Background: an optimization exercise with open tools, aiming at small area. Do not read the settings as production practice. Only simulation tests tie the RTL to the original design; equivalence was not proved. The clock input has no modelled driver; a real chip could not lean on it and would need a root buffer or a full tree. Power figures rest on the tool's default switching activity, not on a simulated workload.

// platform_game
module platform_game (
    input  logic        clk,
    input  logic        rst,
    input  logic        tick,
    input  logic [20:0] joy,
    input  logic [9:0]  key,
    input  logic        key_valid,
    output logic [20:0] p0,
    output logic [20:0] p1,
    output logic [2:0]  gates,
    output logic        spike_on,
    output logic [1:0]  scene
);
Size in the first run: about 550 cells after synthesis, about 46 flip-flops, ~83 I/O pins.
clock: 7.0 ns
lec_check: 0
abc_area: 1
cap_margin: 20
core_margin: 2
core_utilization: 40
slew_margin: 20
standard.sh (not shown) runs the stock make flow with config.mk's settings and CLKGATE_MAP_FILE= SYNTH_SCRIPT=/design/flow/synth_recipe.tcl, a recipe that flattens the netlist after the stock synthesis.
==> flow/flow/run.sh <==
#!/bin/bash
# Standard ORFS layout (the standard.sh) with these changes:
#  - after floorplanning, the combinational logic is re-mapped for area by
#    OpenROAD's restructure, RMP_PASSES times (flow/restructure.tcl);
#    registers are untouched
#  - the port buffers are the smallest buffer (buf_1) instead of the cell
#    buffer_ports picks by itself; every port still gets its buffer
#  - CTS adds no dummy loads, and the root buffer it puts on the clock port
#    is dropped when the port can feed the leaf buffers itself
#    (flow/clock_root.tcl)
#  - before repair_design, combinational cells start from their smallest
#    drive strength (flow/downsize.tcl)
# standard.sh's output goes to standard.log here; ORFS keeps each step's
# log under orfs/logs.
set -euo pipefail
here=$(pwd)
export POST_FLOORPLAN_TCL="$here/flow/restructure.tcl"
export RMP_PASSES=2
export BUFFER_PORTS_ARGS="-buffer_cell sky130_fd_sc_hd__buf_1"
export CTS_ARGS="-sink_clustering_enable -repair_clock_nets -dont_use_dummy_load"
export PRE_RESIZE_TCL="$here/flow/downsize.tcl"
export POST_CTS_TCL="$here/flow/clock_root.tcl"
export CLK_PORT=clk
bash standard.sh > standard.log 2>&1
==> flow/flow/clock_root.tcl <==
set block [ord::get_db_block]
set port_net [[$block findBTerm $::env(CLK_PORT)] getNet]
set loads {}
foreach it [$port_net getITerms] { lappend loads $it }
if { [llength $loads] == 1 } {
  set root [[lindex $loads 0] getInst]
  set m [[$root getMaster] getName]
  set out_net [[$root findITerm X] getNet]
  set sinks {}
  set all_buffers 1
  foreach it [$out_net getITerms] {
    if { [$it isOutputSignal] } { continue }
    lappend sinks $it
    if { ![string match "*__clkbuf_*" [[[$it getInst] getMaster] getName]] } { set all_buffers 0 }
  }
  if { [string match "*__clkbuf_*" $m] && $all_buffers && [llength $sinks] <= 4 } {
    foreach it $sinks { $it disconnect; $it connect $port_net }
    [$root findITerm A] disconnect
    [$root findITerm X] disconnect
    odb::dbInst_destroy $root
    odb::dbNet_destroy $out_net
    puts "clock_root: removed root buffer $m, the port now feeds [llength $sinks] buffers"
  } else {
    puts "clock_root: tree kept ($m feeds [llength $sinks] cells)"
  }
}
Other scripts of this flow, unchanged in this note and not shown: flow/flow/downsize.tcl, flow/flow/restructure.tcl
The starting point completed without violations.
Next try:
--- a/flow/flow/run.sh
+++ b/flow/flow/run.sh
@@ -7,5 +7,3 @@
 #    buffer_ports picks by itself; every port still gets its buffer
-#  - CTS adds no dummy loads, and the root buffer it puts on the clock port
-#    is dropped when the port can feed the leaf buffers itself
-#    (flow/clock_root.tcl)
+#  - CTS adds no dummy loads
 #  - before repair_design, combinational cells start from their smallest
@@ -21,4 +19,2 @@
 export PRE_RESIZE_TCL="$here/flow/downsize.tcl"
-export POST_CTS_TCL="$here/flow/clock_root.tcl"
-export CLK_PORT=clk
 bash standard.sh > standard.log 2>&1
removed: flow/flow/clock_root.tcl
Power increases by 1.9%.
Utilization increases by 0.14 points.
Worst setup slack loses 0.16 ns.

* * *

platform_game, a different RTL version from the one above (not shown whole).
For scale: roughly 52 flip-flops, ~83 I/O pins, roughly 4300 µm² of cells after synthesis.
Settings: LEC_CHECK=0, CAP_MARGIN=20, CORE_MARGIN=2, CORE_UTILIZATION=40, SLEW_MARGIN=20; clock period 7.0 ns.
run.sh (not shown) runs the stock make flow with config.mk's settings and CLKGATE_MAP_FILE= SYNTH_SCRIPT=/design/flow/synth_recipe.tcl, a recipe that flattens the netlist after the stock synthesis.
Stock flow here: none of the scripts above is used.
Change:
==> flow/flow/run.sh (new file) <==
#!/bin/bash
# Standard ORFS layout (the standard.sh) with two changes:
#  - the port buffers are the smallest buffer (buf_1) instead of the cell
#    buffer_ports picks by itself; every port still gets its buffer
#  - CTS does not add dummy loads
# Each tool's output goes to a log file of its own here; ORFS keeps its
# per-step logs under orfs/logs.
set -euo pipefail
export BUFFER_PORTS_ARGS="-buffer_cell sky130_fd_sc_hd__buf_1"
export CTS_ARGS="-sink_clustering_enable -repair_clock_nets -dont_use_dummy_load -buf_list sky130_fd_sc_hd__clkbuf_16 -root_buf sky130_fd_sc_hd__clkbuf_16 -sink_clustering_size 64 -sink_clustering_max_diameter 200"
bash standard.sh > standard.log 2>&1
==> flow/standard.sh (new file) <==
#!/bin/bash
# synth_recipe.tcl (not shown) runs the flow's synth.tcl, then flattens the netlist and writes it again
# the make line also repeats each setting of config.mk as NAME=value (left out here)
make -C /OpenROAD-flow-scripts/flow DESIGN_CONFIG=/design/flow/config.mk WORK_HOME=/design/flow/orfs CLKGATE_MAP_FILE= SYNTH_SCRIPT=/design/flow/synth_recipe.tcl "${@:-finish}"
removed: flow/run.sh
Maximum frequency goes up by roughly a tenth.
Utilization is lower by 4.0 points.
Routed wire length is lower by a few percent.
Synthesized area is unchanged.
Change:
--- a/flow/flow/run.sh
+++ b/flow/flow/run.sh
@@ -10 +10 @@
-export CTS_ARGS="-sink_clustering_enable -repair_clock_nets -dont_use_dummy_load -buf_list sky130_fd_sc_hd__clkbuf_16 -root_buf sky130_fd_sc_hd__clkbuf_16 -sink_clustering_size 64 -sink_clustering_max_diameter 200"
+export CTS_ARGS="-sink_clustering_enable -repair_clock_nets -dont_use_dummy_load"
What happened: The new run finished with timing, DRC and antenna clean. Area after synthesis is unchanged. Via count hardly moves. Worst setup slack degrades by 19 ps. Cell count stays the same.

-- afterwards: timing with drivers on the ports --
Ports are ideal in the flow. The routed layouts listed here were re-timed in OpenROAD.
Step 1, drivers: a clkbuf_16 drives clk and a buf_2 each remaining input, both assumed.
Step 2 also shifts input and output timing later by t, the mid clock arrival at the registers, as if the neighbouring blocks saw the same clock.
Three values: ideal ports, drivers, drivers and shift; two values: the first two.
| run | shift t [ns] | slack for setup (ns) | hold WS [ns] |
|---|---|---|---|
| the first run of note 1 | 0.201 | 2.060 / 2.002 / 2.202 | 0.484 / 0.484 / 0.484 |
| the second run of note 1 | 0.328 | 1.904 / 1.875 / 2.202 | 0.484 / 0.484 / 0.484 |
| the first run of note 2 | 0.332 | 2.637 / 2.605 / 2.542 | 0.464 / 0.464 / 0.464 |
| the second run of note 2 | 0.324 | 3.022 / 2.985 / 2.874 | 0.458 / 0.458 / 0.458 |
| the third run of note 2 | 0.335 | 3.003 / 2.970 / 2.837 | 0.461 / 0.461 / 0.461 |
After both steps setup and hold are still met in every run listed. For the third run of note 2, which loses most, drivers alone change the setup slack by -0.033 ns; drivers and shift together by -0.166 ns.
